This is an optimization exercise on Yosys and OpenROAD, whose aim is small area, a short achievable clock period and few clock cycles per item, not a production implementation.
Function was checked by simulation only, so behaviour that the tests miss may differ from the original.
Power figures rest on the tool's default switching activity, not on a simulated workload.

==> inputs of build 59 <==
// xdrop_aligner
module xdrop_aligner (
    input  wire clk,
    input  wire rst,
    input  wire start,
    input  wire complement_ref,
    input  wire complement_query,
    input  wire signed [9:0] match,
    input  wire signed [9:0] mismatch,
    input  wire signed [9:0] n_score,
    input  wire signed [9:0] gap_open,
    input  wire signed [9:0] gap_extend,
    input  wire signed [9:0] xdrop,
    input  wire [7:0] ref_len,
    input  wire [7:0] query_len,
    input  wire [7:0] ref_data,
    input  wire [7:0] query_data,
    output wire [7:0] ref_addr,
    output wire [7:0] query_addr,
    output wire busy,
    output wire done,
    output wire xdropped,
    output wire signed [9:0] max_score,
    output wire [7:0] max_ref_idx,
    output wire [7:0] max_query_idx
);
==> module pe_array, before the edit <==
module pe_array #(
    parameter integer NUM_PE = 16
) (
    input  wire clk,
    input  wire flush,
    input  wire h0_init,
    input  wire h0_first,
    input  wire signed [5:0] p_match,
    input  wire signed [5:0] p_mismatch,
    input  wire signed [5:0] p_n_score,
    input  wire signed [5:0] p_gap_open,
    input  wire signed [5:0] p_gap_extend,
    input  wire [2:0] q_code,
    input  wire [2:0] tok0,
    input  wire col0_0,
    input  wire [2:0] tok0_next,
    input  wire [2:0] tok0_next2,
    input  wire col0_pre,
    output wire [NUM_PE*10-1:0] h_col,
    output wire [NUM_PE-1:0] cell_valid,
    output wire [NUM_PE-1:0] next_valid
);
    function [9:0] sat_add;
        input [9:0] a;
        input signed [5:0] b;
        reg [10:0] sum;
        begin
            sum = {1'b0, a} + {{5{b[5]}}, b};
            sat_add = sum[10] ? 10'd0 : sum[9:0];
        end
    endfunction
    reg [9:0] h0;
    reg [9:0] a0;
    always @(posedge clk) begin
        h0 <= h0_init ? 10'd256 : sat_add(h0, h0_first ? p_gap_open : p_gap_extend);
        a0 <= h0_init ? sat_add(10'd256, p_gap_open) :
              sat_add(a0, h0_first ? p_gap_open : p_gap_extend);
    end
    localparam integer NUM_GRP = (NUM_PE + 3) / 4;
    reg [11:0] sc [0:NUM_GRP];
    integer gi;
    always @(*) begin
        sc[0] = {p_gap_open, p_gap_extend};
    end
    always @(posedge clk) begin
        for (gi = 0; gi < NUM_GRP; gi = gi + 1) begin
            sc[gi+1] <= sc[gi];
        end
    end
    wire [3*(NUM_PE+3)-1:0] l_tok;
    wire [NUM_PE+1:0] l_col0;
    wire [10*(NUM_PE+1)-1:0] l_h;
    wire [10*(NUM_PE+1)-1:0] l_a;
    wire [10*(NUM_PE+1)-1:0] l_a_go;
    wire [10*(NUM_PE+1)-1:0] l_a_ge;
    wire [10*(NUM_PE+1)-1:0] l_e;
    assign l_tok[2:0] = tok0_next2;
    assign l_tok[5:3] = tok0_next;
    assign l_tok[8:6] = tok0;
    assign l_col0[0] = col0_pre;
    assign l_col0[1] = col0_0;
    assign l_h[9:0] = h0;
    assign l_a[9:0] = a0;
    assign l_a_go[9:0] = sat_add(a0, p_gap_open);
    assign l_a_ge[9:0] = sat_add(a0, p_gap_extend);
    assign l_e[9:0] = 10'd0;
    genvar k;
    generate
        for (k = 0; k < NUM_PE; k = k + 1) begin : g_pe
            pe #(.ROW(k)) u_pe (
                .clk(clk), .flush(flush),
                .p_match(p_match), .p_mismatch(p_mismatch), .p_n_score(p_n_score),
                .p_gap_open(sc[k/4+1][11:6]), .p_gap_extend(sc[k/4+1][5:0]),
                .q_code(q_code),
                .up_tok(l_tok[3*(k+2) +: 3]),
                .up_col0(l_col0[k+1]),
                .col0(l_col0[k+2]),
                .next_tok(l_tok[3*(k+1) +: 3]),
                .next2_tok(l_tok[3*k +: 3]),
                .col0_next(l_col0[k]),
                .up_h(l_h[10*k +: 10]),
                .up_a(l_a[10*k +: 10]),
                .up_a_go(l_a_go[10*k +: 10]),
                .up_a_ge(l_a_ge[10*k +: 10]),
                .up_e(l_e[10*k +: 10]),
                .tok(l_tok[3*(k+3) +: 3]),
                .h(l_h[10*(k+1) +: 10]),
                .a(l_a[10*(k+1) +: 10]),
                .a_go(l_a_go[10*(k+1) +: 10]),
                .a_ge(l_a_ge[10*(k+1) +: 10]),
                .e(l_e[10*(k+1) +: 10]),
                .cell_valid(cell_valid[k]),
                .next_valid(next_valid[k])
            );
            assign h_col[10*k +: 10] = l_h[10*(k+1) +: 10];
        end
    endgenerate
endmodule
==> flow/config.mk <==
export PLATFORM = sky130hd
export DESIGN_NAME = xdrop_aligner
export DESIGN_NICKNAME = xdrop_aligner
export VERILOG_FILES = /design/flow/design.v
export SDC_FILE = /design/flow/constraint.sdc
export NUM_CORES = 4
export LEC_CHECK = 0
export CAP_MARGIN = 20
export CORE_MARGIN = 2
export CORE_UTILIZATION = 40
export SLEW_MARGIN = 20
==> flow/constraint.sdc <==
create_clock -name core_clock -period 11.5 [get_ports {clk}]
set_input_delay 2.3000 -clock core_clock [delete_from_list [all_inputs] [get_ports {clk}]]
set_output_delay 2.3000 -clock core_clock [all_outputs]
set_load 0.01 [all_outputs]
standard.sh (not shown) runs the stock make flow with config.mk's settings and CLKGATE_MAP_FILE= SYNTH_SCRIPT=/design/flow/synth_recipe.tcl, a recipe that flattens the netlist after the stock synthesis.
==> flow/flow/run.sh <==
#!/bin/bash
set -euo pipefail
bash standard.sh SETUP_SLACK_MARGIN=7.5 finish > standard_flow.log 2>&1
==> trial 60 (differences from build 59) <==
--- a/flow/design.v
+++ b/flow/design.v
@@ -229,20 +229,20 @@
     reg [9:0] h0;
     reg [9:0] a0;
     always @(posedge clk) begin
         h0 <= h0_init ? 10'd256 : sat_add(h0, h0_first ? p_gap_open : p_gap_extend);
         a0 <= h0_init ? sat_add(10'd256, p_gap_open) :
               sat_add(a0, h0_first ? p_gap_open : p_gap_extend);
     end
     localparam integer NUM_GRP = (NUM_PE + 3) / 4;
-    reg [11:0] sc [0:NUM_GRP];
+    reg [29:0] sc [0:NUM_GRP];
     integer gi;
     always @(*) begin
-        sc[0] = {p_gap_open, p_gap_extend};
+        sc[0] = {p_match, p_mismatch, p_n_score, p_gap_open, p_gap_extend};
     end
     always @(posedge clk) begin
         for (gi = 0; gi < NUM_GRP; gi = gi + 1) begin
             sc[gi+1] <= sc[gi];
         end
     end
     wire [3*(NUM_PE+3)-1:0] l_tok;
     wire [NUM_PE+1:0] l_col0;
@@ -261,17 +261,18 @@
     assign l_a_go[9:0] = sat_add(a0, p_gap_open);
     assign l_a_ge[9:0] = sat_add(a0, p_gap_extend);
     assign l_e[9:0] = 10'd0;
     genvar k;
     generate
         for (k = 0; k < NUM_PE; k = k + 1) begin : g_pe
             pe #(.ROW(k)) u_pe (
                 .clk(clk), .flush(flush),
-                .p_match(p_match), .p_mismatch(p_mismatch), .p_n_score(p_n_score),
+                .p_match(sc[k/4+1][29:24]), .p_mismatch(sc[k/4+1][23:18]),
+                .p_n_score(sc[k/4+1][17:12]),
                 .p_gap_open(sc[k/4+1][11:6]), .p_gap_extend(sc[k/4+1][5:0]),
                 .q_code(q_code),
                 .up_tok(l_tok[3*(k+2) +: 3]),
                 .up_col0(l_col0[k+1]),
                 .col0(l_col0[k+2]),
                 .next_tok(l_tok[3*(k+1) +: 3]),
                 .next2_tok(l_tok[3*k +: 3]),
                 .col0_next(l_col0[k]),
- CORE_UTILIZATION: 40 -> 55
==> trial 47 (differences from build 59) <==
--- a/flow/design.v
+++ b/flow/design.v
@@ -229,20 +229,20 @@
     reg [9:0] h0;
     reg [9:0] a0;
     always @(posedge clk) begin
         h0 <= h0_init ? 10'd256 : sat_add(h0, h0_first ? p_gap_open : p_gap_extend);
         a0 <= h0_init ? sat_add(10'd256, p_gap_open) :
               sat_add(a0, h0_first ? p_gap_open : p_gap_extend);
     end
     localparam integer NUM_GRP = (NUM_PE + 3) / 4;
-    reg [11:0] sc [0:NUM_GRP];
+    reg [29:0] sc [0:NUM_GRP];
     integer gi;
     always @(*) begin
-        sc[0] = {p_gap_open, p_gap_extend};
+        sc[0] = {p_match, p_mismatch, p_n_score, p_gap_open, p_gap_extend};
     end
     always @(posedge clk) begin
         for (gi = 0; gi < NUM_GRP; gi = gi + 1) begin
             sc[gi+1] <= sc[gi];
         end
     end
     wire [3*(NUM_PE+3)-1:0] l_tok;
     wire [NUM_PE+1:0] l_col0;
@@ -261,17 +261,18 @@
     assign l_a_go[9:0] = sat_add(a0, p_gap_open);
     assign l_a_ge[9:0] = sat_add(a0, p_gap_extend);
     assign l_e[9:0] = 10'd0;
     genvar k;
     generate
         for (k = 0; k < NUM_PE; k = k + 1) begin : g_pe
             pe #(.ROW(k)) u_pe (
                 .clk(clk), .flush(flush),
-                .p_match(p_match), .p_mismatch(p_mismatch), .p_n_score(p_n_score),
+                .p_match(sc[k/4+1][29:24]), .p_mismatch(sc[k/4+1][23:18]),
+                .p_n_score(sc[k/4+1][17:12]),
                 .p_gap_open(sc[k/4+1][11:6]), .p_gap_extend(sc[k/4+1][5:0]),
                 .q_code(q_code),
                 .up_tok(l_tok[3*(k+2) +: 3]),
                 .up_col0(l_col0[k+1]),
                 .col0(l_col0[k+2]),
                 .next_tok(l_tok[3*(k+1) +: 3]),
                 .next2_tok(l_tok[3*k +: 3]),
                 .col0_next(l_col0[k]),
==> build 13 (differences from build 59) <==
--- a/flow/design.v
+++ b/flow/design.v
@@ -92,18 +92,16 @@
     input  wire signed [5:0] p_mismatch,
     input  wire signed [5:0] p_n_score,
     input  wire signed [5:0] p_gap_open,
     input  wire signed [5:0] p_gap_extend,
     input  wire [2:0] q_code,
     input  wire [2:0] up_tok,
     input  wire up_col0,
     input  wire [2:0] next_tok,
-    input  wire [2:0] next2_tok,
-    input  wire col0_next,
     input  wire [9:0] up_h,
     input  wire [9:0] up_a,
     input  wire [9:0] up_a_go,
     input  wire [9:0] up_a_ge,
     input  wire [9:0] up_e,
     output reg  [2:0] tok,
     output reg  col0,
     output reg  [9:0] h,
@@ -123,20 +121,20 @@
             sat_add = sum[10] ? 10'd0 : sum[9:0];
         end
     endfunction
     reg [2:0] q;
     reg [9:0] b;
     reg [9:0] g;
     wire up_real = ~up_tok[2] | (up_tok[1:0] == 2'b00);
     wire q_present = ~(q[2] & q[0]);
-    reg signed [5:0] s;
-    wire [2:0] q_eff = col0_next ? q_code : q;
-    wire is_n = q_eff[2] | next2_tok[2];
-    wire is_eq = (q_eff[1:0] == next2_tok[1:0]);
+    wire [2:0] q_eff = up_col0 ? q_code : q;
+    wire is_n = q_eff[2] | next_tok[2];
+    wire is_eq = (q_eff[1:0] == next_tok[1:0]);
+    wire signed [5:0] s = is_n ? p_n_score : (is_eq ? p_match : p_mismatch);
     wire [9:0] c = up_a;
     wire [9:0] e_in = up_e;
     wire ga = (g >= a);
     wire gb = (g >= b);
     wire gc = (g >= c);
     wire ge = (g >= e_in);
     wire ab = (a >= b);
     wire ac = (a >= c);
@@ -180,19 +178,18 @@
     wire [9:0] e_new = pick_up_c ? up_a_ge : e_ge;
     always @(posedge clk) begin
         tok <= {up_tok[2] | flush, up_tok[1] | flush, up_tok[0]};
         col0 <= up_col0 & ~flush;
         h <= h_new;
         a <= a_new;
         b <= b_new;
         e <= e_new;
-        s <= is_n ? p_n_score : (is_eq ? p_match : p_mismatch);
         g <= sat_add(up_h, s);
-        if (col0_next) begin
+        if (up_col0) begin
             q <= q_code;
         end
     end
     assign cell_valid = (~tok[2] | (tok[1:0] == 2'b00)) & q_present;
     assign next_valid = up_real & q_present;
 endmodule
 `timescale 1ns/100ps
 module pe_array #(
@@ -206,18 +203,16 @@
     input  wire signed [5:0] p_mismatch,
     input  wire signed [5:0] p_n_score,
     input  wire signed [5:0] p_gap_open,
     input  wire signed [5:0] p_gap_extend,
     input  wire [2:0] q_code,
     input  wire [2:0] tok0,
     input  wire col0_0,
     input  wire [2:0] tok0_next,
-    input  wire [2:0] tok0_next2,
-    input  wire col0_pre,
     output wire [NUM_PE*10-1:0] h_col,
     output wire [NUM_PE-1:0] cell_valid,
     output wire [NUM_PE-1:0] next_valid
 );
     function [9:0] sat_add;
         input [9:0] a;
         input signed [5:0] b;
         reg [10:0] sum;
@@ -229,63 +224,60 @@
     reg [9:0] h0;
     reg [9:0] a0;
     always @(posedge clk) begin
         h0 <= h0_init ? 10'd256 : sat_add(h0, h0_first ? p_gap_open : p_gap_extend);
         a0 <= h0_init ? sat_add(10'd256, p_gap_open) :
               sat_add(a0, h0_first ? p_gap_open : p_gap_extend);
     end
     localparam integer NUM_GRP = (NUM_PE + 3) / 4;
-    reg [11:0] sc [0:NUM_GRP];
+    reg [29:0] sc [0:NUM_GRP];
     integer gi;
     always @(*) begin
-        sc[0] = {p_gap_open, p_gap_extend};
+        sc[0] = {p_match, p_mismatch, p_n_score, p_gap_open, p_gap_extend};
     end
     always @(posedge clk) begin
         for (gi = 0; gi < NUM_GRP; gi = gi + 1) begin
             sc[gi+1] <= sc[gi];
         end
     end
-    wire [3*(NUM_PE+3)-1:0] l_tok;
-    wire [NUM_PE+1:0] l_col0;
+    wire [3*(NUM_PE+2)-1:0] l_tok;
+    wire [NUM_PE:0] l_col0;
     wire [10*(NUM_PE+1)-1:0] l_h;
     wire [10*(NUM_PE+1)-1:0] l_a;
     wire [10*(NUM_PE+1)-1:0] l_a_go;
     wire [10*(NUM_PE+1)-1:0] l_a_ge;
     wire [10*(NUM_PE+1)-1:0] l_e;
-    assign l_tok[2:0] = tok0_next2;
-    assign l_tok[5:3] = tok0_next;
-    assign l_tok[8:6] = tok0;
-    assign l_col0[0] = col0_pre;
-    assign l_col0[1] = col0_0;
+    assign l_tok[2:0] = tok0_next;
+    assign l_tok[5:3] = tok0;
+    assign l_col0[0] = col0_0;
     assign l_h[9:0] = h0;
     assign l_a[9:0] = a0;
     assign l_a_go[9:0] = sat_add(a0, p_gap_open);
     assign l_a_ge[9:0] = sat_add(a0, p_gap_extend);
     assign l_e[9:0] = 10'd0;
     genvar k;
     generate
         for (k = 0; k < NUM_PE; k = k + 1) begin : g_pe
             pe #(.ROW(k)) u_pe (
                 .clk(clk), .flush(flush),
-                .p_match(p_match), .p_mismatch(p_mismatch), .p_n_score(p_n_score),
+                .p_match(sc[k/4+1][29:24]), .p_mismatch(sc[k/4+1][23:18]),
+                .p_n_score(sc[k/4+1][17:12]),
                 .p_gap_open(sc[k/4+1][11:6]), .p_gap_extend(sc[k/4+1][5:0]),
                 .q_code(q_code),
-                .up_tok(l_tok[3*(k+2) +: 3]),
-                .up_col0(l_col0[k+1]),
-                .col0(l_col0[k+2]),
-                .next_tok(l_tok[3*(k+1) +: 3]),
-                .next2_tok(l_tok[3*k +: 3]),
-                .col0_next(l_col0[k]),
+                .up_tok(l_tok[3*(k+1) +: 3]),
+                .up_col0(l_col0[k]),
+                .col0(l_col0[k+1]),
+                .next_tok(l_tok[3*k +: 3]),
                 .up_h(l_h[10*k +: 10]),
                 .up_a(l_a[10*k +: 10]),
                 .up_a_go(l_a_go[10*k +: 10]),
                 .up_a_ge(l_a_ge[10*k +: 10]),
                 .up_e(l_e[10*k +: 10]),
-                .tok(l_tok[3*(k+3) +: 3]),
+                .tok(l_tok[3*(k+2) +: 3]),
                 .h(l_h[10*(k+1) +: 10]),
                 .a(l_a[10*(k+1) +: 10]),
                 .a_go(l_a_go[10*(k+1) +: 10]),
                 .a_ge(l_a_ge[10*(k+1) +: 10]),
                 .e(l_e[10*(k+1) +: 10]),
                 .cell_valid(cell_valid[k]),
                 .next_valid(next_valid[k])
             );
@@ -295,17 +287,16 @@
 endmodule
 `timescale 1ns/100ps
 module max_tracker #(
     parameter integer NUM_PE = 16
 ) (
     input  wire clk,
     input  wire rst,
     input  wire init,
-    input  wire init_floor,
     input  wire busy,
     input  wire [8:0] xdrop,
     input  wire [7:0] diag_cnt,
     input  wire [NUM_PE*10-1:0] h_col,
     input  wire [NUM_PE-1:0] cell_valid,
     input  wire [NUM_PE-1:0] next_valid,
     output reg  done,
     output reg  xdrop_hit,
@@ -372,27 +363,17 @@
         m_qry = 5'd0;
         for (n2 = 0; n2 < 4; n2 = n2 + 1) begin
             ref_c[n2] = diag_cnt + {4'hf, ~n2[1:0], ~grp_i[n2]};
             qry_c[n2] = {1'b0, n2[1:0], grp_i[n2]} + 5'd1;
             m_ref = m_ref | ({8{p2[n2]}} & ref_c[n2]);
             m_qry = m_qry | ({5{p2[n2]}} & qry_c[n2]);
         end
     end
-    reg [10:0] floor_score;
-    reg [10:0] grp_x [0:3];
-    reg [10:0] m_x;
-    integer n5;
-    always @(*) begin
-        m_x = 11'd0;
-        for (n5 = 0; n5 < 4; n5 = n5 + 1) begin
-            grp_x[n5] = {1'b0, grp_v[n5]} - {2'b00, xdrop};
-            m_x = m_x | ({11{p2[n5]}} & grp_x[n5]);
-        end
-    end
+    wire [10:0] floor_score = {1'b0, best} - {2'b00, xdrop};
     reg ge_best;
     reg below;
     integer n3;
     always @(*) begin
         ge_best = 1'b0;
         below = ~floor_score[10];
         for (n3 = 0; n3 < 4; n3 = n3 + 1) begin
             ge_best = ge_best | (grp_ok[n3] & (grp_v[n3] >= best));
@@ -404,28 +385,24 @@
     always @(posedge clk) begin
         if (rst) begin
             done <= 1'b0;
         end else begin
             done <= active & ((~ge_best & below) | s_last);
         end
     end
     always @(posedge clk) begin
-        if (init_floor) begin
-            floor_score <= 11'd256 - {2'b00, xdrop};
-        end
         if (init) begin
             xdrop_hit <= 1'b0;
             best <= 10'd256;
             best_ref <= 8'd0;
             best_query <= 5'd0;
         end else if (active) begin
             if (ge_best) begin
                 best <= m;
-                floor_score <= m_x;
                 best_ref <= m_ref;
                 best_query <= m_qry;
             end else if (below) begin
                 xdrop_hit <= 1'b1;
             end
         end
     end
 endmodule
@@ -473,68 +450,61 @@
         p_xdrop <= xdrop[8:0];
         p_ref_len <= ref_len;
         p_query_len <= query_len[4:0];
     end
     wire go;
     wire run;
     reg go1;
     reg go2;
-    reg go3;
-    reg [2:0] ref_code2;
-    wire [2:0] tok0_next2;
     reg [7:0] diag_cnt;
     reg [2:0] tok0;
     reg col0_0;
     wire [2:0] tok0_next;
     wire [2:0] ref_code;
     wire [2:0] q_code;
     wire [4:0] qa;
     wire [NUM_PE*10-1:0] h_col;
     wire [NUM_PE-1:0] cell_valid;
     wire [NUM_PE-1:0] next_valid;
     wire [9:0] best;
     wire [4:0] best_query;
     assign run = busy & ~done;
     always @(posedge clk) begin
         go1 <= go;
         go2 <= go1;
-        go3 <= go2;
-        diag_cnt <= go ? 8'hfd : diag_cnt + 1'b1;
+        diag_cnt <= go ? 8'hfe : diag_cnt + 1'b1;
     end
-    assign tok0_next2 = go1 ? 3'd5 : ref_code;
-    assign tok0_next = go2 ? 3'd5 : ref_code2;
+    assign tok0_next = go1 ? 3'd5 : ref_code;
     always @(posedge clk) begin
-        ref_code2 <= {ref_code[2] | ~busy, ref_code[1] | ~busy, ref_code[0]};
         tok0 <= {tok0_next[2] | ~busy, tok0_next[1] | ~busy, tok0_next[0]};
-        col0_0 <= go2 & busy;
+        col0_0 <= go1 & busy;
     end
     align_fsm u_fsm (
         .clk(clk), .rst(rst), .start(start), .done(done),
         .go(go), .busy(busy)
     );
     stream_counter u_cnt (
         .clk(clk), .rst(rst), .go(go), .run(run),
         .complement_ref(complement_ref), .complement_query(complement_query),
         .ref_len(p_ref_len), .query_len(p_query_len),
         .ref_data(ref_data), .query_data(query_data),
         .ref_addr(ref_addr), .query_addr(qa),
         .ref_code(ref_code), .q_code(q_code)
     );
     assign query_addr = {3'b000, qa};
     pe_array #(.NUM_PE(NUM_PE)) u_array (
-        .clk(clk), .flush(~busy), .h0_init(go2), .h0_first(go3),
+        .clk(clk), .flush(~busy), .h0_init(go1), .h0_first(go2),
         .p_match(p_match), .p_mismatch(p_mismatch), .p_n_score(p_n_score),
         .p_gap_open(p_gap_open), .p_gap_extend(p_gap_extend),
         .q_code(q_code), .tok0(tok0), .col0_0(col0_0), .tok0_next(tok0_next),
-        .tok0_next2(tok0_next2), .col0_pre(go2 & busy),
         .h_col(h_col), .cell_valid(cell_valid), .next_valid(next_valid)
     );
     max_tracker #(.NUM_PE(NUM_PE)) u_max (
-        .clk(clk), .rst(rst), .init(go), .init_floor(go1), .busy(busy),
+        .clk(clk), .rst(rst), .init(go), .busy(busy),
         .xdrop(p_xdrop), .diag_cnt(diag_cnt),
         .h_col(h_col), .cell_valid(cell_valid), .next_valid(next_valid),
         .done(done), .xdrop_hit(xdropped),
         .best(best), .best_ref(max_ref_idx), .best_query(best_query)
     );
     assign max_score = {best[9:8] - 2'd1, best[7:0]};
     assign max_query_idx = {3'b000, best_query};
 endmodule
==> flow/run.sh (new file) <==
#!/bin/bash
# synth_recipe.tcl (not shown) runs the flow's synth.tcl, then flattens the netlist and writes it again
# the make line also repeats each setting of config.mk as NAME=value (left out here)
make -C /OpenROAD-flow-scripts/flow DESIGN_CONFIG=/design/flow/config.mk WORK_HOME=/design/flow/orfs CLKGATE_MAP_FILE= SYNTH_SCRIPT=/design/flow/synth_recipe.tcl finish
removed: flow/flow/run.sh
removed: flow/standard.sh
==> notes <==
- Trial 60 finished with timing, DRC and antenna clean. Build 13 went through all stages and came out clean. Build 59 produced a clean layout. Trial 47 completed without violations.
- The lowest die area belongs to trial 60, the highest to build 59.
- Via count, highest first: trial 60, build 59, trial 47, build 13.
- Clock power: trial 60 > trial 47 > build 59 > build 13.
- Against trial 60, the total power of trial 47 is lower by 2.2%.
- In build 13 the area after synthesis is smaller than in trial 47, by about 2%.
- Between build 59 and build 13, the lower first-iteration DRC count is in build 13 (gap about 0.38%, measured against build 13).
- Of trial 47 and build 13, trial 47 has the higher register-to-register slack (gap 1500 ps).
- Against trial 47, the count of clock-buffer cells in the layout of build 13 is lower by 8.
- Against trial 47, the critical path depth of build 59 is lower by 10.
- The highest clock skew belongs to trial 47, the lowest to build 59.
- Against build 59, the global-route usage of build 13 is lower by 0.28 points.
Testbench counts of build 59, summed over its fixed seeds: cycles 11,946, alignments 320.
Testbench counts of trial 60, summed over its fixed seeds: cycles 11,946, alignments 320.
Testbench counts of trial 47, summed over its fixed seeds: cycles 11,946, alignments 320.
Testbench counts of build 13, summed over its fixed seeds: cycles 11,626, alignments 320.

## re-timing with driven ports
No port has a modelled driver above. Below, the same layouts with a new extraction and two added sets of constraints. Step 1 sets driving cells, clkbuf_16 on the clock port and buf_2 on the other inputs (assumed; they add their load-dependent delay and slew). Step 2 adds t to the input delays and takes it off the output delays; t is the mean of the earliest and latest rising clock arrival at the registers after step 1. Input paths then give back, and output paths get back, about the clock's delay inside the block. Slacks: ideal / step 1 / step 2; pairs: ideal / step 1.
run | t, ns | slack for setup (ns) | worst hold slack (ns) | worst setup path after step 2 | slew at the worst register clock pin (ns)
build 59 | 0.967 | 7.458 / 7.353 / 7.455 | 0.348 / 0.348 / 0.348 | input to register | 0.07 / 0.07
trial 60 | 0.944 | 7.558 / 7.489 / 7.279 | 0.349 / 0.349 / 0.349 | input to register | 0.07 / 0.07
trial 47 | 0.965 | 7.542 / 7.486 / 7.288 | 0.335 / 0.335 / 0.335 | input to register | 0.08 / 0.08
build 13 | 0.954 | 5.997 / 5.997 / 5.997 | 0.355 / 0.355 / 0.355 | register to register | 0.08 / 0.08
After both steps every run listed still meets setup and hold. The setup slack of trial 60, which loses most, moves by -0.069 ns with the drivers and by -0.279 ns with both steps.
